This design comes from an exercise in tuning for small area, a short achievable clock period and few clock cycles per item on the open sky130 flow, not from production work. In this exercise RTL edits were held to simulation tests only and were not proved equivalent to the original.

<file path="config.mk">
export PLATFORM = sky130hd
export DESIGN_NAME = date_seconds_of_year_converter_unit
export DESIGN_NICKNAME = date_seconds_of_year_converter_unit
export VERILOG_FILES = /design/flow/design.v
export SDC_FILE = /design/flow/constraint.sdc
export NUM_CORES = 4
export LEC_CHECK = 0
export CAP_MARGIN = 20
export CORE_MARGIN = 2
export CORE_UTILIZATION = 40
export SETUP_SLACK_MARGIN = 5
export SLEW_MARGIN = 20
</file>
<file path="constraint.sdc">
create_clock -name core_clock -period 9.0 [get_ports {i_clk}]
set_input_delay 1.8000 -clock core_clock [delete_from_list [all_inputs] [get_ports {i_clk}]]
set_output_delay 1.8000 -clock core_clock [all_outputs]
set_load 0.01 [all_outputs]
</file>
<file path="design.v">
`timescale 1ns / 1ps
`default_nettype none
package dsoyc_pkg;
    localparam int unsigned WYear    = 14;
    localparam int unsigned WMonth   = 4;
    localparam int unsigned WDay     = 5;
    localparam int unsigned WHour    = 5;
    localparam int unsigned WMinute  = 6;
    localparam int unsigned WSecond  = 6;
    localparam int unsigned WSeconds = 25;
    localparam int unsigned WDayNum  = 9;
    localparam int unsigned WTod     = 17;
    localparam logic [WYear-1:0]    YearMax  = 14'd9999;
    localparam logic [WSeconds-1:0] SecsMax  = 25'd31708799;
    localparam logic [WDayNum-1:0]  LastDayCommon = 9'd365;
    localparam logic [WDayNum-1:0]  LastDayLeap   = 9'd366;
    localparam logic [14:0] Div25Mul  = 15'd20972;
    localparam int unsigned Div25Sh   = 19;
    localparam logic [18:0] Div675Mul = 19'd397683;
    localparam int unsigned Div675Sh  = 28;
    localparam logic [12:0] Div225Mul = 13'd4661;
    localparam int unsigned Div225Sh  = 20;
    localparam logic [14:0] Div15Mul  = 15'd17477;
    localparam int unsigned Div15Sh   = 18;
    localparam logic [WMonth-1:0] MonthJan = 4'd1;
    localparam logic [WMonth-1:0] MonthMar = 4'd3;
    localparam logic [WMonth-1:0] MonthDec = 4'd12;
    function automatic logic [WDayNum-1:0] month_offset(input logic [WMonth-1:0] m,
                                                        input logic leap);
        logic [WDayNum-1:0] o;
        case (m)
            4'd1:    o = 9'd0;
            4'd2:    o = 9'd31;
            4'd3:    o = 9'd59;
            4'd4:    o = 9'd90;
            4'd5:    o = 9'd120;
            4'd6:    o = 9'd151;
            4'd7:    o = 9'd181;
            4'd8:    o = 9'd212;
            4'd9:    o = 9'd243;
            4'd10:   o = 9'd273;
            4'd11:   o = 9'd304;
            4'd12:   o = 9'd334;
            default: o = 9'd0;
        endcase
        if (leap && (m >= MonthMar) && (m <= MonthDec)) begin
            o = o + 9'd1;
        end
        month_offset = o;
    endfunction
endpackage
`default_nettype wire
`timescale 1ns / 1ps
`default_nettype none
module date_seconds_of_year_converter_unit (
    input  logic                            i_clk,
    input  logic                            i_rst_n,
    input  logic                            i_in_valid,
    output logic                            o_in_ready,
    input  logic                            i_in_mode,
    input  logic [dsoyc_pkg::WYear-1:0]     i_in_year,
    input  logic [dsoyc_pkg::WMonth-1:0]    i_in_month,
    input  logic [dsoyc_pkg::WDay-1:0]      i_in_day,
    input  logic [dsoyc_pkg::WHour-1:0]     i_in_hour,
    input  logic [dsoyc_pkg::WMinute-1:0]   i_in_minute,
    input  logic [dsoyc_pkg::WSecond-1:0]   i_in_second,
    input  logic [dsoyc_pkg::WSeconds-1:0]  i_in_seconds,
    output logic                            o_out_valid,
    input  logic                            i_out_ready,
    output logic [dsoyc_pkg::WSeconds-1:0]  o_out_seconds,
    output logic [dsoyc_pkg::WMonth-1:0]    o_out_month,
    output logic [dsoyc_pkg::WDay-1:0]      o_out_day,
    output logic [dsoyc_pkg::WHour-1:0]     o_out_hour,
    output logic [dsoyc_pkg::WMinute-1:0]   o_out_minute,
    output logic [dsoyc_pkg::WSecond-1:0]   o_out_second,
    output logic                            o_out_range_error
);
    function automatic logic [8:0] offc(input logic [3:0] m);
        case (m)
            4'd2:    offc = 9'd31;
            4'd3:    offc = 9'd59;
            4'd4:    offc = 9'd90;
            4'd5:    offc = 9'd120;
            4'd6:    offc = 9'd151;
            4'd7:    offc = 9'd181;
            4'd8:    offc = 9'd212;
            4'd9:    offc = 9'd243;
            4'd10:   offc = 9'd273;
            4'd11:   offc = 9'd304;
            4'd12:   offc = 9'd334;
            default: offc = 9'd0;
        endcase
    endfunction
    logic r_v1, r_v2, r_v3, r_v4;
    logic r_s_valid, r_out_valid;
    logic adv, en;
    assign adv        = !r_s_valid;
    assign en         = !r_out_valid || i_out_ready;
    assign o_in_ready = adv;
    logic        r1_mode;
    logic [13:0] r1_year;
    logic [25:0] r1_pay;
    logic        r2_mode, r2_err, r2_leap;
    logic [25:0] r2_pay;
    logic        r3_mode, r3_err;
    logic [25:0] r3_pay;
    logic        r4_mode, r4_err;
    logic [25:0] r4_pay;
    logic        r_s_mode, r_s_err;
    logic [25:0] r_s_pay;
    logic [25:0] r_o_f;
    logic        r_o_z0, r_o_z1;
    logic        r_o_err;
    logic [25:0] n1_pay;
    assign n1_pay = i_in_mode ? {1'b0, i_in_seconds}
                              : {i_in_month, i_in_day, i_in_hour, i_in_minute, i_in_second};
    logic [11:0] n2_qi;
    logic        n2_leap, n2_yerr, n2_err0, n2_err1, n2_err, n2_lm;
    logic [3:0]  n2_month;
    logic [4:0]  n2_day;
    logic [4:0]  n2_hour;
    logic [5:0]  n2_minute, n2_second;
    logic [8:0]  n2_dd;
    logic [16:0] n2_tod;
    logic [24:0] n2_secs;
    logic [8:0]  n2_dq;
    logic [25:0] n2_pay;
    dsoyc_inv25 u_inv25 (.q(r1_year[13:2]), .p(n2_qi));
    dsoyc_tod   u_tod   (.h(n2_hour), .m(n2_minute), .s(n2_second), .t(n2_tod));
    dsoyc_div675 u_div675 (.x(n2_secs[24:7]), .q(n2_dq));
    always_comb begin
        n2_leap = (r1_year[1:0] == 2'b00) && ((n2_qi > 12'd163) || (r1_year[3:2] == 2'b00));
        n2_yerr = (r1_year > 14'd9999);
        {n2_month, n2_day, n2_hour, n2_minute, n2_second} = r1_pay;
        n2_err0 = n2_yerr || (n2_month == 4'd0) || (n2_month > 4'd12) || (n2_day == 5'd0) ||
                  (n2_hour > 5'd23) || (n2_minute > 6'd59) || (n2_second > 6'd59);
        n2_dd   = 9'(n2_day) + offc(n2_month);
        n2_lm   = n2_leap && (n2_month >= 4'd3);
        n2_secs = r1_pay[24:0];
        n2_err1 = n2_yerr || (n2_secs > 25'd31708799) || (!n2_leap && (n2_secs >= 25'd31622400));
        n2_err  = r1_mode ? n2_err1 : n2_err0;
        n2_pay  = r1_mode ? {n2_dq, ~n2_secs[16:7], n2_secs[6:0]} : {n2_dd, n2_tod};
    end
    logic [16:0] n3_tod;
    logic [8:0]  n3_dq;
    logic [6:0]  n3_low;
    logic        n3_lm;
    logic [17:0] n3_y;
    logic [12:1] n3_c;
    logic [3:0]  n3_mon;
    logic [4:0]  n3_moff;
    logic [4:0]  n3_dom;
    logic [25:0] n3_pay;
    assign n3_tod = r2_pay[16:0];
    assign n3_dq  = r2_pay[25:17];
    assign n3_low = r2_pay[6:0];
    assign n3_lm  = r2_leap && !r2_mode;
    dsoyc_mac675 u_mac675 (.a(r2_pay[25:17]), .c(n3_lm), .b(r2_pay[16:7]), .y(n3_y));
    always_comb begin
        n3_c[1]  = (n3_dq != 9'd0);
        n3_c[2]  = (n3_dq > 9'd31);
        n3_c[3]  = r2_leap ? (n3_dq > 9'd60)  : (n3_dq > 9'd59);
        n3_c[4]  = r2_leap ? (n3_dq > 9'd91)  : (n3_dq > 9'd90);
        n3_c[5]  = r2_leap ? (n3_dq > 9'd121) : (n3_dq > 9'd120);
        n3_c[6]  = r2_leap ? (n3_dq > 9'd152) : (n3_dq > 9'd151);
        n3_c[7]  = r2_leap ? (n3_dq > 9'd182) : (n3_dq > 9'd181);
        n3_c[8]  = r2_leap ? (n3_dq > 9'd213) : (n3_dq > 9'd212);
        n3_c[9]  = r2_leap ? (n3_dq > 9'd244) : (n3_dq > 9'd243);
        n3_c[10] = r2_leap ? (n3_dq > 9'd274) : (n3_dq > 9'd273);
        n3_c[11] = r2_leap ? (n3_dq > 9'd305) : (n3_dq > 9'd304);
        n3_c[12] = r2_leap ? (n3_dq > 9'd335) : (n3_dq > 9'd334);
        n3_mon = 4'd0;
        for (int i = 1; i <= 12; i++) begin
            if (n3_c[i]) n3_mon = 4'(i);
        end
        n3_moff = 5'(offc(n3_mon));
        n3_dom  = n3_dq[4:0] - n3_moff - 5'(r2_leap && n3_c[3]);
        n3_pay = r2_mode ? {n3_mon, n3_dom, ~n3_y[9:0], n3_low[6:4], n3_low[3:0]}
                         : {1'b0, n3_y, n3_tod[6:0]};
    end
    logic [3:0]  n4_mon;
    logic [4:0]  n4_dom;
    logic [12:0] n4_u;
    logic [3:0]  n4_low;
    logic [4:0]  n4_h;
    logic [10:0] n4_tm;
    logic [25:0] n4_pay;
    assign {n4_mon, n4_dom, n4_u, n4_low} = r3_pay;
    dsoyc_div225 u_div225 (.u(n4_u), .q(n4_h));
    dsoyc_div15  u_div15  (.v({n4_u, n4_low[3:2]}), .q(n4_tm));
    assign n4_pay = r3_mode ? {n4_mon, n4_dom, n4_h, n4_tm[5:0], n4_u[1:0], n4_low[3:0]} : r3_pay;
    logic        c_mode, c_err;
    logic [25:0] c_pay;
    logic [3:0]  c_mon;
    logic [4:0]  c_dom, c_h;
    logic [5:0]  c_tm;
    logic [3:0]  c_v;
    logic [1:0]  c_low;
    logic [5:0]  c_mi;
    logic [3:0]  c_rm;
    assign c_mode = r_s_valid ? r_s_mode : r4_mode;
    assign c_err  = r_s_valid ? r_s_err  : r4_err;
    assign c_pay  = r_s_valid ? r_s_pay  : r4_pay;
    assign {c_mon, c_dom, c_h, c_tm, c_v, c_low} = c_pay;
    assign c_mi = c_tm + {c_h[3:0], 2'b00};
    assign c_rm = c_v + c_tm[3:0];
    always_ff @(posedge i_clk) begin
        if (!i_rst_n) begin
            r_v1        <= 1'b0;
            r_v2        <= 1'b0;
            r_v3        <= 1'b0;
            r_v4        <= 1'b0;
            r_s_valid   <= 1'b0;
            r_out_valid <= 1'b0;
        end else begin
            if (adv) begin
                r_v1 <= i_in_valid;
                r_v2 <= r_v1;
                r_v3 <= r_v2;
                r_v4 <= r_v3;
            end
            r_s_valid <= !en && (r_s_valid || r_v4);
            if (en) begin
                r_out_valid <= r_s_valid || r_v4;
            end
        end
    end
    always_ff @(posedge i_clk) begin
        if (adv) begin
            r1_mode <= i_in_mode;
            r1_year <= i_in_year;
            r1_pay  <= n1_pay;
            r2_mode <= r1_mode;
            r2_err  <= n2_err;
            r2_leap <= r1_mode ? n2_leap : n2_lm;
            r2_pay  <= n2_pay;
            r3_mode <= r2_mode;
            r3_err  <= r2_err;
            r3_pay  <= n3_pay;
            r4_mode <= r3_mode;
            r4_err  <= r3_err;
            r4_pay  <= n4_pay;
        end
        if (!r_s_valid) begin
            r_s_mode <= r4_mode;
            r_s_err  <= r4_err;
            r_s_pay  <= r4_pay;
        end
        if (en) begin
            r_o_err <= c_err;
            r_o_z0  <= !c_err && !c_mode;
            r_o_z1  <= !c_err && c_mode;
            r_o_f   <= c_mode ? {c_mon, c_dom, c_h, c_mi, c_rm, c_low} : c_pay;
        end
    end
    assign o_out_valid       = r_out_valid;
    assign o_out_seconds     = r_o_f[24:0] & {25{r_o_z0}};
    assign {o_out_month, o_out_day, o_out_hour, o_out_minute, o_out_second} = r_o_f & {26{r_o_z1}};
    assign o_out_range_error = r_o_err;
endmodule
module dsoyc_div675 (input wire [17:0] x, output wire [20:12] q);
    wire t1;
    wire t2;
    wire t3;
    wire t4;
    wire t5;
    wire t6;
    wire t7;
    wire t8;
    wire t9;
    wire t10;
    wire t11;
    wire t12;
    wire t13;
    wire t14;
    wire t15;
    wire t16;
    wire t17;
    wire t18;
    wire t19;
    wire t20;
    wire t21;
    wire t22;
    wire t23;
    wire t24;
    wire t25;
    wire t26;
    wire t27;
    wire t28;
    wire t29;
    wire t30;
    wire t31;
    wire t32;
    wire t33;
    wire t34;
    wire t35;
    wire t36;
    wire t37;
    wire t38;
    wire t39;
    wire t40;
    wire t41;
    wire t42;
    wire t43;
    wire t44;
    wire t45;
    wire t46;
    wire t47;
    wire t48;
    wire t49;
    wire t50;
    wire t51;
    wire t52;
    wire t53;
    wire t54;
    wire t55;
    wire t56;
    wire t57;
    wire t58;
    wire t59;
    wire t60;
    wire t61;
    wire t62;
    wire t63;
    wire t64;
    wire t65;
    wire t66;
    wire t67;
    wire t68;
    wire t69;
    wire t70;
    wire t71;
    wire t72;
    wire t73;
    wire t74;
    wire t75;
    wire t76;
    wire t77;
    wire t78;
    wire t79;
    wire t80;
    wire t81;
    wire t82;
    wire t83;
    wire t84;
    wire t85;
    wire t86;
    wire t87;
    wire t88;
    wire t89;
    wire t90;
    wire t91;
    wire t92;
    wire t93;
    wire t94;
    wire t95;
    wire t96;
    wire t97;
    wire t98;
    wire t99;
    wire t100;
    wire t101;
    wire t102;
    wire t103;
    wire t104;
    wire t105;
    wire t106;
    wire t107;
    wire t108;
    wire t109;
    wire t110;
    wire t111;
    wire t112;
    wire t113;
    wire t114;
    wire t115;
    wire t116;
    wire t117;
    wire t118;
    wire t119;
    wire t120;
    wire [21:0] ra, rb, rs;
    assign t1 = x[16] ^ x[13] ^ x[12];
    assign t2 = (x[16] & x[13]) | (x[16] & x[12]) | (x[13] & x[12]);
    assign t3 = x[17] ^ x[14] ^ x[13];
    assign t4 = (x[17] & x[14]) | (x[17] & x[13]) | (x[14] & x[13]);
    assign t5 = x[12] ^ x[10] ^ x[6];
    assign t6 = (x[12] & x[10]) | (x[12] & x[6]) | (x[10] & x[6]);
    assign t7 = x[15] ^ x[14] ^ x[13];
    assign t8 = (x[15] & x[14]) | (x[15] & x[13]) | (x[14] & x[13]);
    assign t9 = x[11] ^ x[7];
    assign t10 = x[11] & x[7];
    assign t11 = x[16] ^ x[15] ^ x[14];
    assign t12 = (x[16] & x[15]) | (x[16] & x[14]) | (x[15] & x[14]);
    assign t13 = x[12] ^ x[8];
    assign t14 = x[12] & x[8];
    assign t15 = x[17] ^ x[16] ^ x[15];
    assign t16 = (x[17] & x[16]) | (x[17] & x[15]) | (x[16] & x[15]);
    assign t17 = x[13] ^ x[9];
    assign t18 = x[13] & x[9];
    assign t19 = x[17] ^ x[16] ^ x[14];
    assign t20 = (x[17] & x[16]) | (x[17] & x[14]) | (x[16] & x[14]);
    assign t21 = x[15] ^ x[12] ^ x[11];
    assign t22 = (x[15] & x[12]) | (x[15] & x[11]) | (x[12] & x[11]);
    assign t23 = t1 ^ x[11] ^ x[9];
    assign t24 = (t1 & x[11]) | (t1 & x[9]) | (x[11] & x[9]);
    assign t25 = x[5] ^ x[0];
    assign t26 = x[5] & x[0];
    assign t27 = t2 ^ t3 ^ t5;
    assign t28 = (t2 & t3) | (t2 & t5) | (t3 & t5);
    assign t29 = x[1] ^ x[0] ^ 1'b1;
    assign t30 = (x[1] & x[0]) | (x[1] & 1'b1) | (x[0] & 1'b1);
    assign t31 = t4 ^ t6 ^ t7;
    assign t32 = (t4 & t6) | (t4 & t7) | (t6 & t7);
    assign t33 = t9 ^ x[2] ^ x[1];
    assign t34 = (t9 & x[2]) | (t9 & x[1]) | (x[2] & x[1]);
    assign t35 = t8 ^ t10 ^ t11;
    assign t36 = (t8 & t10) | (t8 & t11) | (t10 & t11);
    assign t37 = t13 ^ x[3] ^ x[2];
    assign t38 = (t13 & x[3]) | (t13 & x[2]) | (x[3] & x[2]);
    assign t39 = t12 ^ t14 ^ t15;
    assign t40 = (t12 & t14) | (t12 & t15) | (t14 & t15);
    assign t41 = t17 ^ x[4] ^ x[3];
    assign t42 = (t17 & x[4]) | (t17 & x[3]) | (x[4] & x[3]);
    assign t43 = t16 ^ t18 ^ t19;
    assign t44 = (t16 & t18) | (t16 & t19) | (t18 & t19);
    assign t45 = x[10] ^ x[5] ^ x[4];
    assign t46 = (x[10] & x[5]) | (x[10] & x[4]) | (x[5] & x[4]);
    assign t47 = t20 ^ x[17] ^ x[15];
    assign t48 = (t20 & x[17]) | (t20 & x[15]) | (x[17] & x[15]);
    assign t49 = x[11] ^ x[6] ^ x[5];
    assign t50 = (x[11] & x[6]) | (x[11] & x[5]) | (x[6] & x[5]);
    assign t51 = x[16] ^ x[12] ^ x[7];
    assign t52 = (x[16] & x[12]) | (x[16] & x[7]) | (x[12] & x[7]);
    assign t53 = x[17] ^ x[13];
    assign t54 = x[17] & x[13];
    assign t55 = t21 ^ x[10];
    assign t56 = t21 & x[10];
    assign t57 = t22 ^ t23 ^ t25;
    assign t58 = (t22 & t23) | (t22 & t25) | (t23 & t25);
    assign t59 = t24 ^ t26 ^ t27;
    assign t60 = (t24 & t26) | (t24 & t27) | (t26 & t27);
    assign t61 = t28 ^ t30 ^ t31;
    assign t62 = (t28 & t30) | (t28 & t31) | (t30 & t31);
    assign t63 = t32 ^ t34 ^ t35;
    assign t64 = (t32 & t34) | (t32 & t35) | (t34 & t35);
    assign t65 = t36 ^ t38 ^ t39;
    assign t66 = (t36 & t38) | (t36 & t39) | (t38 & t39);
    assign t67 = t40 ^ t42 ^ t43;
    assign t68 = (t40 & t42) | (t40 & t43) | (t42 & t43);
    assign t69 = t44 ^ t46 ^ t47;
    assign t70 = (t44 & t46) | (t44 & t47) | (t46 & t47);
    assign t71 = t48 ^ t50 ^ t51;
    assign t72 = (t48 & t50) | (t48 & t51) | (t50 & t51);
    assign t73 = t52 ^ t53 ^ x[8];
    assign t74 = (t52 & t53) | (t52 & x[8]) | (t53 & x[8]);
    assign t75 = t54 ^ x[14] ^ x[9];
    assign t76 = (t54 & x[14]) | (t54 & x[9]) | (x[14] & x[9]);
    assign t77 = x[15] ^ x[10];
    assign t78 = x[15] & x[10];
    assign t79 = x[16] ^ x[11];
    assign t80 = x[16] & x[11];
    assign t81 = x[17] ^ x[12];
    assign t82 = x[17] & x[12];
    assign t83 = t55 ^ x[8];
    assign t84 = t55 & x[8];
    assign t85 = t56 ^ t57 ^ 1'b1;
    assign t86 = (t56 & t57) | (t56 & 1'b1) | (t57 & 1'b1);
    assign t87 = t58 ^ t59 ^ t29;
    assign t88 = (t58 & t59) | (t58 & t29) | (t59 & t29);
    assign t89 = t60 ^ t61 ^ t33;
    assign t90 = (t60 & t61) | (t60 & t33) | (t61 & t33);
    assign t91 = t62 ^ t63 ^ t37;
    assign t92 = (t62 & t63) | (t62 & t37) | (t63 & t37);
    assign t93 = t64 ^ t65 ^ t41;
    assign t94 = (t64 & t65) | (t64 & t41) | (t65 & t41);
    assign t95 = t66 ^ t67 ^ t45;
    assign t96 = (t66 & t67) | (t66 & t45) | (t67 & t45);
    assign t97 = t68 ^ t69 ^ t49;
    assign t98 = (t68 & t69) | (t68 & t49) | (t69 & t49);
    assign t99 = t70 ^ t71 ^ x[6];
    assign t100 = (t70 & t71) | (t70 & x[6]) | (t71 & x[6]);
    assign t101 = t72 ^ t73 ^ x[7];
    assign t102 = (t72 & t73) | (t72 & x[7]) | (t73 & x[7]);
    assign t103 = t74 ^ t75 ^ x[8];
    assign t104 = (t74 & t75) | (t74 & x[8]) | (t75 & x[8]);
    assign t105 = t76 ^ t77 ^ x[9];
    assign t106 = (t76 & t77) | (t76 & x[9]) | (t77 & x[9]);
    assign t107 = t78 ^ t79 ^ x[10];
    assign t108 = (t78 & t79) | (t78 & x[10]) | (t79 & x[10]);
    assign t109 = t80 ^ t81 ^ x[11];
    assign t110 = (t80 & t81) | (t80 & x[11]) | (t81 & x[11]);
    assign t111 = t82 ^ x[13] ^ x[12];
    assign t112 = (t82 & x[13]) | (t82 & x[12]) | (x[13] & x[12]);
    assign t113 = x[14] ^ x[13];
    assign t114 = x[14] & x[13];
    assign t115 = x[15] ^ x[14];
    assign t116 = x[15] & x[14];
    assign t117 = x[16] ^ x[15];
    assign t118 = x[16] & x[15];
    assign t119 = x[17] ^ x[16];
    assign t120 = x[17] & x[16];
    assign ra = {1'b0, 1'b0, t120, t118, t116, t114, t112, t110, t108, t106, t104, t102, t100, t98, t96, t94, t92, t90, t88, t86, t84, t83};
    assign rb = {1'b0, 1'b0, x[17], t119, t117, t115, t113, t111, t109, t107, t105, t103, t101, t99, t97, t95, t93, t91, t89, t87, t85, x[4]};
    assign rs = ra + rb;
    assign q = rs[20:12];
endmodule
module dsoyc_div225 (input wire [12:0] u, output wire [13:9] q);
    wire t1;
    wire t2;
    wire t3;
    wire t4;
    wire t5;
    wire t6;
    wire t7;
    wire t8;
    wire t9;
    wire t10;
    wire t11;
    wire t12;
    wire t13;
    wire t14;
    wire t15;
    wire t16;
    wire t17;
    wire t18;
    wire t19;
    wire t20;
    wire t21;
    wire t22;
    wire t23;
    wire t24;
    wire t25;
    wire t26;
    wire t27;
    wire t28;
    wire t29;
    wire t30;
    wire t31;
    wire t32;
    wire t33;
    wire t34;
    wire t35;
    wire t36;
    wire t37;
    wire t38;
    wire t39;
    wire t40;
    wire t41;
    wire t42;
    wire t43;
    wire t44;
    wire t45;
    wire t46;
    wire t47;
    wire t48;
    wire t49;
    wire t50;
    wire t51;
    wire t52;
    wire t53;
    wire t54;
    wire [14:0] ra, rb, rs;
    assign t1 = u[9] ^ u[7];
    assign t2 = u[9] & u[7];
    assign t3 = u[10] ^ u[8] ^ u[7];
    assign t4 = (u[10] & u[8]) | (u[10] & u[7]) | (u[8] & u[7]);
    assign t5 = u[3] ^ u[0];
    assign t6 = u[3] & u[0];
    assign t7 = u[11] ^ u[9] ^ u[8];
    assign t8 = (u[11] & u[9]) | (u[11] & u[8]) | (u[9] & u[8]);
    assign t9 = u[4] ^ u[1];
    assign t10 = u[4] & u[1];
    assign t11 = u[12] ^ u[10] ^ u[9];
    assign t12 = (u[12] & u[10]) | (u[12] & u[9]) | (u[10] & u[9]);
    assign t13 = u[5] ^ u[2];
    assign t14 = u[5] & u[2];
    assign t15 = u[11] ^ u[10] ^ u[6];
    assign t16 = (u[11] & u[10]) | (u[11] & u[6]) | (u[10] & u[6]);
    assign t17 = u[12] ^ u[11];
    assign t18 = u[12] & u[11];
    assign t19 = t1 ^ u[6];
    assign t20 = t1 & u[6];
    assign t21 = t2 ^ t3 ^ t5;
    assign t22 = (t2 & t3) | (t2 & t5) | (t3 & t5);
    assign t23 = t4 ^ t6 ^ t7;
    assign t24 = (t4 & t6) | (t4 & t7) | (t6 & t7);
    assign t25 = t8 ^ t10 ^ t11;
    assign t26 = (t8 & t10) | (t8 & t11) | (t10 & t11);
    assign t27 = t12 ^ t14 ^ t15;
    assign t28 = (t12 & t14) | (t12 & t15) | (t14 & t15);
    assign t29 = t16 ^ t17 ^ u[7];
    assign t30 = (t16 & t17) | (t16 & u[7]) | (t17 & u[7]);
    assign t31 = t18 ^ u[12] ^ u[8];
    assign t32 = (t18 & u[12]) | (t18 & u[8]) | (u[12] & u[8]);
    assign t33 = t19 ^ u[2];
    assign t34 = t19 & u[2];
    assign t35 = t20 ^ t21 ^ 1'b1;
    assign t36 = (t20 & t21) | (t20 & 1'b1) | (t21 & 1'b1);
    assign t37 = t22 ^ t23 ^ t9;
    assign t38 = (t22 & t23) | (t22 & t9) | (t23 & t9);
    assign t39 = t24 ^ t25 ^ t13;
    assign t40 = (t24 & t25) | (t24 & t13) | (t25 & t13);
    assign t41 = t26 ^ t27 ^ u[3];
    assign t42 = (t26 & t27) | (t26 & u[3]) | (t27 & u[3]);
    assign t43 = t28 ^ t29 ^ u[4];
    assign t44 = (t28 & t29) | (t28 & u[4]) | (t29 & u[4]);
    assign t45 = t30 ^ t31 ^ u[5];
    assign t46 = (t30 & t31) | (t30 & u[5]) | (t31 & u[5]);
    assign t47 = t32 ^ u[9] ^ u[6];
    assign t48 = (t32 & u[9]) | (t32 & u[6]) | (u[9] & u[6]);
    assign t49 = u[10] ^ u[7];
    assign t50 = u[10] & u[7];
    assign t51 = u[11] ^ u[8];
    assign t52 = u[11] & u[8];
    assign t53 = u[12] ^ u[9];
    assign t54 = u[12] & u[9];
    assign ra = {1'b0, u[12], u[11], t54, t52, t50, t48, t46, t44, t42, t40, t38, t36, t34, t33};
    assign rb = {1'b0, 1'b0, 1'b0, u[10], t53, t51, t49, t47, t45, t43, t41, t39, t37, t35, 1'b1};
    assign rs = ra + rb;
    assign q = rs[13:9];
endmodule
module dsoyc_div15 (input wire [14:0] v, output wire [16:6] q);
    wire t1;
    wire t2;
    wire t3;
    wire t4;
    wire t5;
    wire t6;
    wire t7;
    wire t8;
    wire t9;
    wire t10;
    wire t11;
    wire t12;
    wire t13;
    wire t14;
    wire t15;
    wire t16;
    wire t17;
    wire t18;
    wire t19;
    wire t20;
    wire t21;
    wire t22;
    wire t23;
    wire t24;
    wire t25;
    wire t26;
    wire t27;
    wire t28;
    wire t29;
    wire t30;
    wire t31;
    wire t32;
    wire t33;
    wire t34;
    wire t35;
    wire t36;
    wire t37;
    wire t38;
    wire t39;
    wire t40;
    wire t41;
    wire t42;
    wire t43;
    wire t44;
    wire t45;
    wire t46;
    wire [17:0] ra, rb, rs;
    assign t1 = v[12] ^ v[8];
    assign t2 = v[12] & v[8];
    assign t3 = v[13] ^ v[9];
    assign t4 = v[13] & v[9];
    assign t5 = v[14] ^ v[10];
    assign t6 = v[14] & v[10];
    assign t7 = t1 ^ v[4];
    assign t8 = t1 & v[4];
    assign t9 = t2 ^ t3 ^ v[5];
    assign t10 = (t2 & t3) | (t2 & v[5]) | (t3 & v[5]);
    assign t11 = t4 ^ t5 ^ v[6];
    assign t12 = (t4 & t5) | (t4 & v[6]) | (t5 & v[6]);
    assign t13 = t6 ^ v[11] ^ v[7];
    assign t14 = (t6 & v[11]) | (t6 & v[7]) | (v[11] & v[7]);
    assign t15 = v[12] ^ v[8];
    assign t16 = v[12] & v[8];
    assign t17 = v[13] ^ v[9];
    assign t18 = v[13] & v[9];
    assign t19 = v[14] ^ v[10];
    assign t20 = v[14] & v[10];
    assign t21 = v[10] ^ v[6];
    assign t22 = v[10] & v[6];
    assign t23 = v[11] ^ v[7] ^ v[3];
    assign t24 = (v[11] & v[7]) | (v[11] & v[3]) | (v[7] & v[3]);
    assign t25 = t7 ^ v[0] ^ 1'b1;
    assign t26 = (t7 & v[0]) | (t7 & 1'b1) | (v[0] & 1'b1);
    assign t27 = t8 ^ t9 ^ v[1];
    assign t28 = (t8 & t9) | (t8 & v[1]) | (t9 & v[1]);
    assign t29 = t10 ^ t11 ^ v[2];
    assign t30 = (t10 & t11) | (t10 & v[2]) | (t11 & v[2]);
    assign t31 = t12 ^ t13 ^ v[3];
    assign t32 = (t12 & t13) | (t12 & v[3]) | (t13 & v[3]);
    assign t33 = t14 ^ t15 ^ v[4];
    assign t34 = (t14 & t15) | (t14 & v[4]) | (t15 & v[4]);
    assign t35 = t16 ^ t17 ^ v[5];
    assign t36 = (t16 & t17) | (t16 & v[5]) | (t17 & v[5]);
    assign t37 = t18 ^ t19 ^ v[6];
    assign t38 = (t18 & t19) | (t18 & v[6]) | (t19 & v[6]);
    assign t39 = t20 ^ v[11] ^ v[7];
    assign t40 = (t20 & v[11]) | (t20 & v[7]) | (v[11] & v[7]);
    assign t41 = v[12] ^ v[8];
    assign t42 = v[12] & v[8];
    assign t43 = v[13] ^ v[9];
    assign t44 = v[13] & v[9];
    assign t45 = v[14] ^ v[10];
    assign t46 = v[14] & v[10];
    assign ra = {1'b0, v[14], v[13], v[12], t46, t44, t42, t40, t38, t36, t34, t32, t30, t28, t26, t24, t22, t21};
    assign rb = {1'b0, 1'b0, 1'b0, 1'b0, v[11], t45, t43, t41, t39, t37, t35, t33, t31, t29, t27, t25, t23, v[2]};
    assign rs = ra + rb;
    assign q = rs[16:6];
endmodule
module dsoyc_tod (input wire [4:0] h, input wire [5:0] m, input wire [5:0] s, output wire [16:0] t);
    wire t1;
    wire t2;
    wire t3;
    wire t4;
    wire t5;
    wire t6;
    wire t7;
    wire t8;
    wire t9;
    wire t10;
    wire t11;
    wire t12;
    wire t13;
    wire t14;
    wire t15;
    wire t16;
    wire t17;
    wire t18;
    wire t19;
    wire t20;
    wire t21;
    wire t22;
    wire t23;
    wire t24;
    wire t25;
    wire t26;
    wire t27;
    wire t28;
    wire t29;
    wire t30;
    wire t31;
    wire t32;
    wire t33;
    wire t34;
    wire t35;
    wire t36;
    wire t37;
    wire t38;
    wire t39;
    wire t40;
    wire t41;
    wire t42;
    wire t43;
    wire t44;
    wire t45;
    wire t46;
    wire t47;
    wire t48;
    wire t49;
    wire t50;
    wire t51;
    wire t52;
    wire t53;
    wire t54;
    wire t55;
    wire t56;
    wire t57;
    wire t58;
    wire t59;
    wire t60;
    wire [16:0] ra, rb, rs;
    assign t1 = h[0] ^ m[2];
    assign t2 = h[0] & m[2];
    assign t3 = h[1] ^ m[3] ^ m[2];
    assign t4 = (h[1] & m[3]) | (h[1] & m[2]) | (m[3] & m[2]);
    assign t5 = m[1] ^ m[0];
    assign t6 = m[1] & m[0];
    assign t7 = h[2] ^ m[4] ^ m[3];
    assign t8 = (h[2] & m[4]) | (h[2] & m[3]) | (m[4] & m[3]);
    assign t9 = m[2] ^ m[1];
    assign t10 = m[2] & m[1];
    assign t11 = h[3] ^ m[5] ^ m[4];
    assign t12 = (h[3] & m[5]) | (h[3] & m[4]) | (m[5] & m[4]);
    assign t13 = m[3] ^ m[2];
    assign t14 = m[3] & m[2];
    assign t15 = h[4] ^ m[5] ^ m[4];
    assign t16 = (h[4] & m[5]) | (h[4] & m[4]) | (m[5] & m[4]);
    assign t17 = t1 ^ m[1];
    assign t18 = t1 & m[1];
    assign t19 = t2 ^ t3 ^ t5;
    assign t20 = (t2 & t3) | (t2 & t5) | (t3 & t5);
    assign t21 = t4 ^ t6 ^ t7;
    assign t22 = (t4 & t6) | (t4 & t7) | (t6 & t7);
    assign t23 = t8 ^ t10 ^ t11;
    assign t24 = (t8 & t10) | (t8 & t11) | (t10 & t11);
    assign t25 = t12 ^ t14 ^ t15;
    assign t26 = (t12 & t14) | (t12 & t15) | (t14 & t15);
    assign t27 = t16 ^ h[0] ^ m[5];
    assign t28 = (t16 & h[0]) | (t16 & m[5]) | (h[0] & m[5]);
    assign t29 = h[1] ^ h[0];
    assign t30 = h[1] & h[0];
    assign t31 = h[2] ^ h[1];
    assign t32 = h[2] & h[1];
    assign t33 = h[3] ^ h[2];
    assign t34 = h[3] & h[2];
    assign t35 = h[4] ^ h[3];
    assign t36 = h[4] & h[3];
    assign t37 = m[1] ^ m[0];
    assign t38 = m[1] & m[0];
    assign t39 = t17 ^ m[0] ^ s[4];
    assign t40 = (t17 & m[0]) | (t17 & s[4]) | (m[0] & s[4]);
    assign t41 = t18 ^ t19 ^ s[5];
    assign t42 = (t18 & t19) | (t18 & s[5]) | (t19 & s[5]);
    assign t43 = t20 ^ t21 ^ t9;
    assign t44 = (t20 & t21) | (t20 & t9) | (t21 & t9);
    assign t45 = t22 ^ t23 ^ t13;
    assign t46 = (t22 & t23) | (t22 & t13) | (t23 & t13);
    assign t47 = t24 ^ t25 ^ m[3];
    assign t48 = (t24 & t25) | (t24 & m[3]) | (t25 & m[3]);
    assign t49 = t26 ^ t27 ^ m[4];
    assign t50 = (t26 & t27) | (t26 & m[4]) | (t27 & m[4]);
    assign t51 = t28 ^ t29 ^ m[5];
    assign t52 = (t28 & t29) | (t28 & m[5]) | (t29 & m[5]);
    assign t53 = t30 ^ t31 ^ h[0];
    assign t54 = (t30 & t31) | (t30 & h[0]) | (t31 & h[0]);
    assign t55 = t32 ^ t33 ^ h[1];
    assign t56 = (t32 & t33) | (t32 & h[1]) | (t33 & h[1]);
    assign t57 = t34 ^ t35 ^ h[2];
    assign t58 = (t34 & t35) | (t34 & h[2]) | (t35 & h[2]);
    assign t59 = t36 ^ h[4] ^ h[3];
    assign t60 = (t36 & h[4]) | (t36 & h[3]) | (h[4] & h[3]);
    assign ra = {1'b0, t60, t58, t56, t54, t52, t50, t48, t46, t44, t42, t40, t38, t37, m[0], s[1], s[0]};
    assign rb = {1'b0, h[4], t59, t57, t55, t53, t51, t49, t47, t45, t43, t41, t39, s[3], s[2], 1'b0, 1'b0};
    assign rs = ra + rb;
    assign t = rs[16:0];
endmodule
module dsoyc_mac675 (input wire [8:0] a, input wire [0:0] c, input wire [9:0] b, output wire [17:0] y);
    wire t1;
    wire t2;
    wire t3;
    wire t4;
    wire t5;
    wire t6;
    wire t7;
    wire t8;
    wire t9;
    wire t10;
    wire t11;
    wire t12;
    wire t13;
    wire t14;
    wire t15;
    wire t16;
    wire t17;
    wire t18;
    wire t19;
    wire t20;
    wire t21;
    wire t22;
    wire t23;
    wire t24;
    wire t25;
    wire t26;
    wire t27;
    wire t28;
    wire t29;
    wire t30;
    wire t31;
    wire t32;
    wire t33;
    wire t34;
    wire t35;
    wire t36;
    wire t37;
    wire t38;
    wire t39;
    wire t40;
    wire t41;
    wire t42;
    wire t43;
    wire t44;
    wire t45;
    wire t46;
    wire t47;
    wire t48;
    wire t49;
    wire t50;
    wire t51;
    wire t52;
    wire t53;
    wire t54;
    wire t55;
    wire t56;
    wire t57;
    wire t58;
    wire t59;
    wire t60;
    wire t61;
    wire t62;
    wire t63;
    wire t64;
    wire t65;
    wire t66;
    wire t67;
    wire t68;
    wire t69;
    wire t70;
    wire t71;
    wire t72;
    wire t73;
    wire t74;
    wire t75;
    wire t76;
    wire [17:0] ra, rb, rs;
    assign t1 = a[5] ^ a[4];
    assign t2 = a[5] & a[4];
    assign t3 = a[6] ^ a[5];
    assign t4 = a[6] & a[5];
    assign t5 = a[7] ^ a[6] ^ a[2];
    assign t6 = (a[7] & a[6]) | (a[7] & a[2]) | (a[6] & a[2]);
    assign t7 = a[0] ^ c[0];
    assign t8 = a[0] & c[0];
    assign t9 = a[8] ^ a[7] ^ a[3];
    assign t10 = (a[8] & a[7]) | (a[8] & a[3]) | (a[7] & a[3]);
    assign t11 = a[1] ^ b[8];
    assign t12 = a[1] & b[8];
    assign t13 = a[8] ^ a[4] ^ a[2];
    assign t14 = (a[8] & a[4]) | (a[8] & a[2]) | (a[4] & a[2]);
    assign t15 = a[0] ^ c[0] ^ b[9];
    assign t16 = (a[0] & c[0]) | (a[0] & b[9]) | (c[0] & b[9]);
    assign t17 = a[5] ^ a[3];
    assign t18 = a[5] & a[3];
    assign t19 = a[1] ^ a[0];
    assign t20 = a[1] & a[0];
    assign t21 = a[2] ^ a[1];
    assign t22 = a[2] & a[1];
    assign t23 = a[3] ^ a[2];
    assign t24 = a[3] & a[2];
    assign t25 = a[4] ^ a[3];
    assign t26 = a[4] & a[3];
    assign t27 = t1 ^ a[0] ^ c[0];
    assign t28 = (t1 & a[0]) | (t1 & c[0]) | (a[0] & c[0]);
    assign t29 = t2 ^ t3 ^ a[1];
    assign t30 = (t2 & t3) | (t2 & a[1]) | (t3 & a[1]);
    assign t31 = t4 ^ t5 ^ t7;
    assign t32 = (t4 & t5) | (t4 & t7) | (t5 & t7);
    assign t33 = t6 ^ t8 ^ t9;
    assign t34 = (t6 & t8) | (t6 & t9) | (t8 & t9);
    assign t35 = t10 ^ t12 ^ t13;
    assign t36 = (t10 & t12) | (t10 & t13) | (t12 & t13);
    assign t37 = t14 ^ t16 ^ t17;
    assign t38 = (t14 & t16) | (t14 & t17) | (t16 & t17);
    assign t39 = t18 ^ a[6] ^ a[4];
    assign t40 = (t18 & a[6]) | (t18 & a[4]) | (a[6] & a[4]);
    assign t41 = a[7] ^ a[5];
    assign t42 = a[7] & a[5];
    assign t43 = a[8] ^ a[6];
    assign t44 = a[8] & a[6];
    assign t45 = a[0] ^ c[0];
    assign t46 = a[0] & c[0];
    assign t47 = t19 ^ c[0] ^ b[1];
    assign t48 = (t19 & c[0]) | (t19 & b[1]) | (c[0] & b[1]);
    assign t49 = t20 ^ t21 ^ b[2];
    assign t50 = (t20 & t21) | (t20 & b[2]) | (t21 & b[2]);
    assign t51 = t22 ^ t23 ^ b[3];
    assign t52 = (t22 & t23) | (t22 & b[3]) | (t23 & b[3]);
    assign t53 = t24 ^ t25 ^ b[4];
    assign t54 = (t24 & t25) | (t24 & b[4]) | (t25 & b[4]);
    assign t55 = t26 ^ t27 ^ b[5];
    assign t56 = (t26 & t27) | (t26 & b[5]) | (t27 & b[5]);
    assign t57 = t28 ^ t29 ^ b[6];
    assign t58 = (t28 & t29) | (t28 & b[6]) | (t29 & b[6]);
    assign t59 = t30 ^ t31 ^ b[7];
    assign t60 = (t30 & t31) | (t30 & b[7]) | (t31 & b[7]);
    assign t61 = t32 ^ t33 ^ t11;
    assign t62 = (t32 & t33) | (t32 & t11) | (t33 & t11);
    assign t63 = t34 ^ t35 ^ t15;
    assign t64 = (t34 & t35) | (t34 & t15) | (t35 & t15);
    assign t65 = t36 ^ t37 ^ a[1];
    assign t66 = (t36 & t37) | (t36 & a[1]) | (t37 & a[1]);
    assign t67 = t38 ^ t39 ^ a[2];
    assign t68 = (t38 & t39) | (t38 & a[2]) | (t39 & a[2]);
    assign t69 = t40 ^ t41 ^ a[3];
    assign t70 = (t40 & t41) | (t40 & a[3]) | (t41 & a[3]);
    assign t71 = t42 ^ t43 ^ a[4];
    assign t72 = (t42 & t43) | (t42 & a[4]) | (t43 & a[4]);
    assign t73 = t44 ^ a[7] ^ a[5];
    assign t74 = (t44 & a[7]) | (t44 & a[5]) | (a[7] & a[5]);
    assign t75 = a[8] ^ a[6];
    assign t76 = a[8] & a[6];
    assign ra = {a[8], t76, t74, t72, t70, t68, t66, t64, t62, t60, t58, t56, t54, t52, t50, t48, t46, t45};
    assign rb = {1'b0, a[7], t75, t73, t71, t69, t67, t65, t63, t61, t59, t57, t55, t53, t51, t49, t47, b[0]};
    assign rs = ra + rb;
    assign y = rs[17:0];
endmodule
module dsoyc_inv25 (input wire [11:0] q, output wire [11:0] p);
    wire t1;
    wire t2;
    wire t3;
    wire t4;
    wire t5;
    wire t6;
    wire t7;
    wire t8;
    wire t9;
    wire t10;
    wire t11;
    wire t12;
    wire t13;
    wire t14;
    wire t15;
    wire t16;
    wire t17;
    wire t18;
    wire t19;
    wire t20;
    wire [11:0] ra, rb, rs;
    assign t1 = q[11] ^ q[8];
    assign t2 = q[11] & q[8];
    assign t3 = q[10] ^ q[7];
    assign t4 = q[10] & q[7];
    assign t5 = t1 ^ q[6] ^ q[1];
    assign t6 = (t1 & q[6]) | (t1 & q[1]) | (q[6] & q[1]);
    assign t7 = q[5] ^ q[2];
    assign t8 = q[5] & q[2];
    assign t9 = q[6] ^ q[3] ^ q[1];
    assign t10 = (q[6] & q[3]) | (q[6] & q[1]) | (q[3] & q[1]);
    assign t11 = q[7] ^ q[4] ^ q[2];
    assign t12 = (q[7] & q[4]) | (q[7] & q[2]) | (q[4] & q[2]);
    assign t13 = q[8] ^ q[5] ^ q[3];
    assign t14 = (q[8] & q[5]) | (q[8] & q[3]) | (q[5] & q[3]);
    assign t15 = q[9] ^ q[6] ^ q[4];
    assign t16 = (q[9] & q[6]) | (q[9] & q[4]) | (q[6] & q[4]);
    assign t17 = t3 ^ q[5] ^ q[0];
    assign t18 = (t3 & q[5]) | (t3 & q[0]) | (q[5] & q[0]);
    assign t19 = t4 ^ t5 ^ q[0];
    assign t20 = (t4 & t5) | (t4 & q[0]) | (t5 & q[0]);
    assign ra = {t18, t16, t14, t12, t10, t8, t7, q[4], q[3], q[2], q[1], q[0]};
    assign rb = {t19, t17, t15, t13, t11, t9, q[0], q[1], q[0], 1'b0, 1'b0, 1'b0};
    assign rs = ra + rb;
    assign p = rs[11:0];
endmodule
`default_nettype wire
</file>
<file path="run.sh">
#!/bin/bash
# synth_recipe.tcl (not shown) runs the flow's synth.tcl, then flattens the netlist and writes it again
# the make line also repeats each setting of config.mk as NAME=value (left out here)
make -C /OpenROAD-flow-scripts/flow DESIGN_CONFIG=/design/flow/config.mk WORK_HOME=/design/flow/orfs CLKGATE_MAP_FILE= SYNTH_SCRIPT=/design/flow/synth_recipe.tcl finish
</file>
==> results of run 1 <==
## timing repair
action / CTS / global route
setup buffers: 117 / 20
pin swaps: 66 / 53
setup endpoints to repair: 29 / 30
resized for setup: 126 / 48
hold endpoints to repair: 0 / 0
hold buffers: 0 / 0
## layout make-up
class,instances,share of cell area
clock buffers,18,0.0215
clock inverters,14,0.00790
inverters,166,0.0329
multi-input cells,1055,0.525
flip-flops and latches,189,0.261
well taps,525,0.0321
repair buffers,269,0.120
## metrics by stage
stage                     setup WS [ns]  instance area [µm²]  cells  hold WS, ns  utilization
after floorplan                    4.56                16200   1439        0.400            -
after global placement             3.95                18000   2067        0.401        0.455
after detailed placement           3.85                18000   2067        0.405        0.455
after CTS                          4.39                20100   2216        0.424        0.506
after global routing               4.22                20400   2236        0.427        0.515
final                              4.42                20400   2236        0.422        0.515
## state kept, by name (all words and copies together) (netlist names), 14 cells and up
name,count
r1_pay,26
r2_pay,26
r3_pay,26
r4_pay,26
r_o_f,26
r_s_pay,26
r1_year,14
## worst max-delay path: stages, from the launching register on
cell and delay, ns:
sky130_fd_sc_hd__edfxtp_1 0.46, sky130_fd_sc_hd__buf_6 0.18, sky130_fd_sc_hd__buf_4 0.17, sky130_fd_sc_hd__nor3_2 0.33
sky130_fd_sc_hd__nand4_1 0.14, sky130_fd_sc_hd__o211ai_1 0.18, sky130_fd_sc_hd__o221ai_2 0.16, sky130_fd_sc_hd__a211oi_2 0.32
sky130_fd_sc_hd__nor2b_4 0.21, sky130_fd_sc_hd__inv_2 0.06, sky130_fd_sc_hd__ha_4 0.24, sky130_fd_sc_hd__a211oi_4 0.24
sky130_fd_sc_hd__fa_1 0.48, sky130_fd_sc_hd__inv_2 0.09, sky130_fd_sc_hd__ha_4 0.13, sky130_fd_sc_hd__nor2_2 0.04
sky130_fd_sc_hd__fa_2 0.35, sky130_fd_sc_hd__nand2_2 0.07, sky130_fd_sc_hd__a21oi_2 0.05, sky130_fd_sc_hd__xnor2_1 0.18
sky130_fd_sc_hd__xnor2_1 0.14, sky130_fd_sc_hd__mux2i_1 0.08
## worst max-delay path by stage
stage | from | to | slack (ns) | cells after the start
after global placement | r1_pay[24]$_DFFE_PN_ | r2_pay[24]$_DFFE_PN_ | 3.95 | 15
after global routing | r1_pay[23]$_DFFE_PN_ | r2_pay[23]$_DFFE_PN_ | 4.22 | 15
after detailed placement | r1_pay[24]$_DFFE_PN_ | r2_pay[23]$_DFFE_PN_ | 3.85 | 15
after floorplan | r1_pay[24]$_DFFE_PN_ | r2_pay[24]$_DFFE_PN_ | 4.56 | 16
final | r2_pay[17]$_DFFE_PN_ | r3_pay[21]$_DFFE_PN_ | 4.42 | 21
after CTS | r1_pay[23]$_DFFE_PN_ | r2_pay[23]$_DFFE_PN_ | 4.39 | 16
## routing by layer
metal | wire [µm] | vias up | part of all wire
li1 | - | 5585 | -
met4 | 1050 | 0 | 0.029
met3 | 1150 | 66 | 0.032
met1 | 16000 | 5492 | 0.44
met5 | 0 | - | 0
met2 | 18300 | 255 | 0.50
## Yosys cell counts, types with 5 or more instances
master	instances	area [µm²]
sky130_fd_sc_hd__and3_1	9	56.3
sky130_fd_sc_hd__inv_1	164	616
sky130_fd_sc_hd__ha_1	209	2620
sky130_fd_sc_hd__nor3b_1	5	37.5
sky130_fd_sc_hd__mux2i_1	22	220
sky130_fd_sc_hd__nand4_1	19	119
sky130_fd_sc_hd__dfxtp_1	34	681
sky130_fd_sc_hd__o21ai_0	43	215
sky130_fd_sc_hd__nor2_1	67	251
sky130_fd_sc_hd__a21boi_0	6	45.0
sky130_fd_sc_hd__o211ai_1	5	37.5
sky130_fd_sc_hd__edfxtp_1	155	4650
sky130_fd_sc_hd__or2_2	6	37.5
sky130_fd_sc_hd__o21bai_1	6	45.0
sky130_fd_sc_hd__a21oi_1	82	410
sky130_fd_sc_hd__nand2_1	55	206
sky130_fd_sc_hd__mux2_2	58	653
sky130_fd_sc_hd__xor2_1	29	254
sky130_fd_sc_hd__nand2b_1	13	81.3
sky130_fd_sc_hd__a21o_1	27	203
sky130_fd_sc_hd__nor3_1	17	85.1
sky130_fd_sc_hd__nor2b_1	15	93.8
sky130_fd_sc_hd__clkbuf_1	22	82.6
sky130_fd_sc_hd__fa_1	118	2360
sky130_fd_sc_hd__nand3_1	20	100
sky130_fd_sc_hd__a31oi_1	11	68.8
sky130_fd_sc_hd__and2_1	56	350
sky130_fd_sc_hd__o21a_1	9	67.6
sky130_fd_sc_hd__xnor2_1	57	499
sky130_fd_sc_hd__a211oi_1	14	105
## cell families after synthesis
group | Yosys count | synth area share
AO/OA/AOI/OAI | 253 | 0.104
XOR/XNOR | 87 | 0.0485
adder cells (fa/ha/maj) | 327 | 0.311
buffers and inverters | 195 | 0.0460
flip-flops | 189 | 0.333
multiplexers | 82 | 0.0569
AND/OR/NAND/NOR | 306 | 0.100
==> Implementation_results.wiki, run 1 <==
{| class="wikitable"
! Metric !! Value
|-
| Result of the run || complete, no violations
|-
| Hold Path Cell Cnt || 0
|-
| Worst-case clock skew || 0.0143 ns
|-
| Fraction of layout cells with a size suffix above 1 || 0.219
|-
| Average wire per standard cell || 16.3 µm
|-
| Worst hold path type || flop to flop
|-
| Critical Path Fanout Max || 8
|-
| Number of I/O pins || 124
|-
| Area occupied by multi-input gates || 10700 µm²
|-
| Number of fill cells || 3511
|-
| Met1 global-route usage || 0.229
|-
| Detailed Routing Iterations Pass 1 || 5
|-
| Worst setup EP type || flop
|-
| Global-route met2 utilization || 0.314
|-
| Pin count of the biggest net entering global routing || 69
|-
| Initial core utilization || 0.404
|-
| Total area of sequential cells || 5340 µm²
|-
| Gate count of the mapped netlist || 1439
|-
| Chip Height || 204 µm
|-
| Number of input and output port buffers inserted || 123
|-
| Placer congestion estimate || 0.887
|-
| Vias per Instance || 5.10
|-
| Vias in the first global route || 11769
|-
| Syn avg cell area || 11.1 µm²
|-
| Final Hold Vio Count || 0
|-
| Final critical-path share of the clock period || 0.509
|-
| Core area || 39600 µm²
|-
| Layer with the highest usage || met2
|-
| Relative slew margins || 0.399
|-
| Share of flip-flops with an asynchronous set or reset after synthesis || 0
|-
| Overall routing resource usage || 0.180
|-
| Worst EP arrival || 4.78 ns
|-
| Slew @ Worst Pin || 0.891 ns
|-
| R2R depth || 21
|-
| Launch instance of the worst min-delay path || r3_pay[20]$_DFFE_PN_
|-
| Data required time at the worst endpoint || 9.19 ns
|-
| Number of clock buffers inserted by TritonCTS || 17
|-
| Total count of max-transition violations in the final report || 0
|-
| DRT antenna net count || 0
|-
| Number of DRC violations after detailed routing || 0
|-
| Seq/Total Area, Yosys || 0.333
|-
| Total of warnings raised by yosys || 1
|-
| Aggregate routed wire length || 36500 µm
|-
| Post-synthesis cell area || 16000 µm²
|-
| Min cycle time layout || 4.58 ns
|-
| Most instantiated flip-flop cell in the synthesis netlist || sky130_fd_sc_hd__edfxtp_1
|-
| Beginning of the worst register-to-register path || r2_pay[17]$_DFFE_PN_
|-
| Clock-pin slew on the worst setup and hold paths || 0.08 ns
|-
| Horizontal die dimension || 204 µm
|-
| Post-synth cell types || 76
|-
| Post-synth EDFFs || 155
|-
| Worst Hold Endpoint || r4_pay[20]$_DFFE_PN_
|-
| Maximum clock rate || 0.218 GHz
|-
| Most frequent cells in the layout || 174 x sky130_fd_sc_hd__ha_1, 155 x sky130_fd_sc_hd__edfxtp_1, 148 x sky130_fd_sc_hd__inv_1, 123 x sky130_fd_sc_hd__clkdlybuf4s50_1, 120 x sky130_fd_sc_hd__buf_4
|-
| R2r endpoint || r3_pay[21]$_DFFE_PN_
|-
| Buffer cell driving the clock tree root || sky130_fd_sc_hd__clkbuf_16
|-
| Final HPWL from detailed placement || 26200 µm
|-
| Final setup violating endpoints || 0
|-
| Worst-case clock buffer depth || 2
|-
| Worst-skew pair later-pin latency || 0.46 ns
|-
| Relative area change from synthesis to final layout || 27.6%
|-
| Area of the die || 41600 µm²
|-
| Detailed router's first-iteration violation count || 590
|-
| Net count of the mapped netlist || 1836
|-
| RSZ-0062 raised after global routing || yes
|-
| Ant diodes || 0
|-
| Register bit count reported by yosys || 189
|-
| Most common library cell in the layout ignoring fill and taps || sky130_fd_sc_hd__ha_1
|-
| Global-route wire length before repair || 59400 µm
|-
| Critical path class || flop to flop
|-
| Row count || 73
|-
| Sinks on the clock net || 189
|-
| Aggregate global routing overflow || 0
|-
| Max-capacitance violation count || 0
|-
| Post-Route Setup TNS || 0 ns
|-
| Number of H-tree levels || 4
|-
| Critical Path Source Type || flop
|-
| Antenna violations before repair || 0
|-
| TritonCTS clock tree || yes
|-
| Met3 global-route usage || 0.0223
|-
| Setup slack of the most critical reg-to-reg path || 4.42 ns
|-
| Total via count after detailed routing || 11398
|-
| # nets final || 2095
|}
Testbench counts, summed over its fixed seeds: cycles 24,040, items 24,000.
==> inputs of run 2 (changes only) <==
--- a/config.mk
+++ b/config.mk
@@ -7,6 +7,6 @@
 export LEC_CHECK = 0
 export CAP_MARGIN = 20
 export CORE_MARGIN = 2
-export CORE_UTILIZATION = 40
+export CORE_UTILIZATION = 65
 export SETUP_SLACK_MARGIN = 5
 export SLEW_MARGIN = 20
==> run 2 against run 1 <==
Still clean. Clock skew increased by 0.0016 ns. Utilization grew 33 points. Setup slack worse by 0.13 ns. Synthesized cell count unchanged. First-iteration DRC count is 75% higher. Count of clock-buffer cells in the layout unchanged. Global-route usage up 13 points. Cell count fell by 7.6%. Design area rose by 0.70%. Area after synthesis unchanged. Critical path depth increased by 3. Critical path type unchanged. Critical endpoint unchanged.
==> Implementation_results.wiki, run 2 <==
{| class="wikitable"
! Metric !! Value
|-
| Post-Route Setup TNS || 0 ns (unchanged)
|-
| Antenna violations before repair || 1 (+1)
|-
| Chip Height || 161 µm (-21%)
|-
| # nets final || 2126 (+1.5%)
|-
| Number of DRC violations after detailed routing || 0 (unchanged)
|-
| Fraction of layout cells with a size suffix above 1 || 0.247 (+0.0282)
|-
| Final critical-path share of the clock period || 0.524 (+0.0145)
|-
| Top-count cell post-synth || sky130_fd_sc_hd__ha_1
|-
| Relative slew margins || 0.435 (+0.0362)
|-
| Result of the run || complete, no violations
|-
| Gate count of the mapped netlist || 1439 (unchanged)
|-
| Worst setup EP type || flop
|-
| Critical Path Start || r2_pay[19]$_DFFE_PN_
|-
| Sinks on the clock net || 189 (unchanged)
|-
| Post-synth cell types || 76 (unchanged)
|-
| Vias in the first global route || 12900 (+9.6%)
|-
| Crit path to || r3_pay[21]$_DFFE_PN_
|-
| Area of the die || 25900 µm² (-38%)
|-
| Final HPWL from detailed placement || 25300 µm (-3.5%)
|-
| Global-route wire length before repair || 64400 µm (+8.4%)
|-
| Ant diodes || 0 (unchanged)
|-
| Post-synth EDFFs || 155 (unchanged)
|-
| Pin count of the biggest net entering global routing || 61 (-12%)
|-
| Number of clock buffers inserted by TritonCTS || 17 (unchanged)
|-
| Worst hold path type || flop to flop
|-
| Most frequent cells in the layout || 169 x sky130_fd_sc_hd__ha_1, 155 x sky130_fd_sc_hd__edfxtp_1, 146 x sky130_fd_sc_hd__inv_1, 146 x sky130_fd_sc_hd__buf_4, 122 x sky130_fd_sc_hd__clkdlybuf4s50_1
|-
| Buffer cell driving the clock tree root || sky130_fd_sc_hd__clkbuf_16
|-
| Critical Path Source Type || flop
|-
| Row count || 57 (-22%)
|-
| Maximum clock rate || 0.212 GHz (-2.8%)
|-
| Detailed router's first-iteration violation count || 1034 (+75%)
|-
| Register bit count reported by yosys || 189 (unchanged)
|-
| DRT antenna net count || 0 (unchanged)
|-
| Aggregate global routing overflow || 0 (unchanged)
|-
| Clock-pin slew on the worst setup and hold paths || 0.08 ns (about the same)
|-
| Aggregate routed wire length || 42200 µm (+15%)
|-
| Final Hold Vio Count || 0 (unchanged)
|-
| Share of flip-flops with an asynchronous set or reset after synthesis || 0 (unchanged)
|-
| RSZ-0062 raised after global routing || yes
|-
| Data required time at the worst endpoint || 9.18 ns (about the same)
|-
| Relative area change from synthesis to final layout || 28.5%
|-
| Total of warnings raised by yosys || 1 (unchanged)
|-
| Total via count after detailed routing || 12560 (+10%)
|-
| Worst-skew pair later-pin latency || 0.44 ns (-0.02 ns)
|-
| Min cycle time layout || 4.71 ns (+0.131 ns)
|-
| TritonCTS clock tree || yes
|-
| Setup slack of the most critical reg-to-reg path || 4.29 ns (-0.13 ns)
|-
| Most common library cell in the layout ignoring fill and taps || sky130_fd_sc_hd__ha_1
|-
| Seq/Total Area, Yosys || 0.333 (unchanged)
|-
| Critical path class || flop to flop
|-
| R2R depth || 24 (+14%)
|-
| Vias per Instance || 6.08 (+19%)
|-
| Average wire per standard cell || 20.4 µm (+25%)
|-
| Final setup violating endpoints || 0 (unchanged)
|-
| Worst EP arrival || 4.90 ns (+0.12 ns)
|-
| Placer congestion estimate || 0.894 (+0.82%)
|-
| Number of input and output port buffers inserted || 123 (unchanged)
|-
| Beginning of the worst register-to-register path || r2_pay[19]$_DFFE_PN_
|-
| Horizontal die dimension || 161 µm (-21%)
|-
| Net count of the mapped netlist || 1836 (unchanged)
|-
| Syn avg cell area || 11.1 µm² (unchanged)
|-
| Share of the synthesized area in the top cell type || 0.291 (unchanged)
|-
| Initial core utilization || 0.660 (+0.256)
|-
| Overall routing resource usage || 0.314 (+0.134)
|-
| Core area || 24200 µm² (-39%)
|-
| Detailed Routing Iterations Pass 1 || 6 (+1)
|-
| Commonest cells in the netlist || 209 x sky130_fd_sc_hd__ha_1, 164 x sky130_fd_sc_hd__inv_1, 155 x sky130_fd_sc_hd__edfxtp_1
|-
| Max-capacitance violation count || 0 (unchanged)
|-
| Worst-case clock buffer depth || 2 (unchanged)
|-
| Most area-consuming cells after synthesis || sky130_fd_sc_hd__edfxtp_1 29%, sky130_fd_sc_hd__ha_1 16%, sky130_fd_sc_hd__fa_1 15%, sky130_fd_sc_hd__dfxtp_1 4.3%, sky130_fd_sc_hd__mux2_2 4.1%
|-
| Total count of max-transition violations in the final report || 0 (unchanged)
|-
| R2r endpoint || r3_pay[21]$_DFFE_PN_
|-
| Number of H-tree levels || 4 (unchanged)
|-
| Slew @ Worst Pin || 0.837 ns (-0.0536 ns)
|-
| Critical Path Fanout Max || 4 (-4)
|-
| Number of I/O pins || 124 (unchanged)
|-
| Most instantiated flip-flop cell in the synthesis netlist || sky130_fd_sc_hd__edfxtp_1
|-
| Total cell area at the placement stage || 17700 µm² (-1.5%)
|-
| Post-synthesis cell area || 16000 µm² (unchanged)
|-
| Worst-case clock skew || 0.0159 ns (+0.00157 ns)
|-
| Design Area, Final || 20600 µm² (+0.70%)
|-
| Largest area contributor in the synthesized netlist || sky130_fd_sc_hd__edfxtp_1
|}
==> run 2: layout make-up <==
class / count / area (µm²)
Inverter: 166 / 658
Multi-Input combinational cell: 1055 / 10900
Sequential cell: 189 / 5340
Fill cell: 1229 / 3670
Tap cell: 324 / 405
Clock buffer: 18 / 429
Timing Repair inverter: 1 / 5.00
Clock inverter: 14 / 170
Timing Repair Buffer: 299 / 2660
==> run 2: worst min path at each step <==
stage,from,to,slack [ns],cells after the start
6_report,r2_pay[2]$_DFFE_PN_,r3_pay[2]$_DFFE_PN_,0.41,0
3_3_place_gp,r2_err$_DFFE_PN_,r3_err$_DFFE_PN_,0.40,0
4_1_cts,r3_pay[18]$_DFFE_PN_,r4_pay[18]$_DFFE_PN_,0.41,0
5_1_grt,r3_pay[18]$_DFFE_PN_,r4_pay[18]$_DFFE_PN_,0.42,0
3_5_place_dp,r2_pay[2]$_DFFE_PN_,r3_pay[2]$_DFFE_PN_,0.40,0
2_1_floorplan,r2_err$_DFFE_PN_,r3_err$_DFFE_PN_,0.40,0
==> run 2: cell families after synthesis <==
group           Yosys count  share of synthesized area
buf+inv                 195                     0.0460
xor+xnor                 87                     0.0485
flops                   189                      0.333
mux                      82                     0.0569
compound gates          253                      0.104
simple gates            306                      0.100
fa+ha+maj               327                      0.311
==> run 2: metal layers <==
metal / vias to the layer above / GRT usage / part of all wire
li1: 5648 / - / -
met1: 6029 / 0.369 / 0.36
met2: 676 / 0.560 / 0.51
met3: 207 / 0.0442 / 0.065
met4: 0 / 0.165 / 0.059
met5: - / 0 / 0
==> run 2: timing repair <==
item / in CTS / in global routing
hold endpoints to repair: 0 / 0
hold buffers: 0 / 0
gates resized for setup: 135 / 74
gates cloned: 1 / 0
endpoints found under the setup margin: 31 / 33
buffers inserted: 135 / 35
pin swaps: 88 / 71
==> run 2: through the flow <==
stage	worst slack [ns]	util	cells	hold WS, ns
5_1_grt	4.15	0.849	2066	0.419
3_3_place_gp	3.99	0.732	1863	0.401
3_5_place_dp	3.86	0.732	1863	0.405
2_1_floorplan	4.56	-	1439	0.400
4_1_cts	4.39	0.823	2031	0.413
6_report	4.29	0.849	2066	0.413
==> run 2: critical path, cell delays in order (launching register included) <==
cell,delay (ns)
sky130_fd_sc_hd__edfxtp_1,0.55
sky130_fd_sc_hd__buf_6,0.18
sky130_fd_sc_hd__buf_6,0.11
sky130_fd_sc_hd__ha_4,0.14
sky130_fd_sc_hd__buf_4,0.11
sky130_fd_sc_hd__nand4b_1,0.09
sky130_fd_sc_hd__a21o_1,0.18
sky130_fd_sc_hd__a21oi_2,0.23
sky130_fd_sc_hd__nand2b_1,0.17
sky130_fd_sc_hd__a21o_1,0.13
sky130_fd_sc_hd__a21oi_2,0.07
sky130_fd_sc_hd__or2_4,0.23
sky130_fd_sc_hd__inv_1,0.11
sky130_fd_sc_hd__ha_4,0.22
sky130_fd_sc_hd__a211oi_2,0.22
sky130_fd_sc_hd__fa_1,0.48
sky130_fd_sc_hd__inv_2,0.09
sky130_fd_sc_hd__ha_4,0.15
sky130_fd_sc_hd__nor2_4,0.04
sky130_fd_sc_hd__fa_2,0.37
sky130_fd_sc_hd__nand2_2,0.08
sky130_fd_sc_hd__a21oi_2,0.06
sky130_fd_sc_hd__xnor2_1,0.22
sky130_fd_sc_hd__xnor2_1,0.15
sky130_fd_sc_hd__mux2i_1,0.09

what the ideal ports hide:
How much do the figures lean on ideal ports? The routed layouts below were timed once more, with nothing changed but the port constraints. Step 1, drivers: a clkbuf_16 drives i_clk and a buf_2 each remaining input, both assumed. Step 2 times the ports against the registers' clock, not the clock port: input delays grow and output delays shrink by t, the midpoint of the rising clock arrivals with the driver on. Slacks: ideal / step 1 / step 2; pairs: ideal / step 1.
run | shift t [ns] | setup slack, ns | worst setup path after step 2 | clock arrival spread, ns | pins driven straight from the clock port
run 1 | 0.498 | 4.416 / 4.416 / 4.416 | register to register | 0.019 / 0.019 | 1
run 2 | 0.489 | 4.285 / 4.285 / 4.285 | register to register | 0.018 / 0.019 | 1
After both steps every run listed still meets setup and hold.
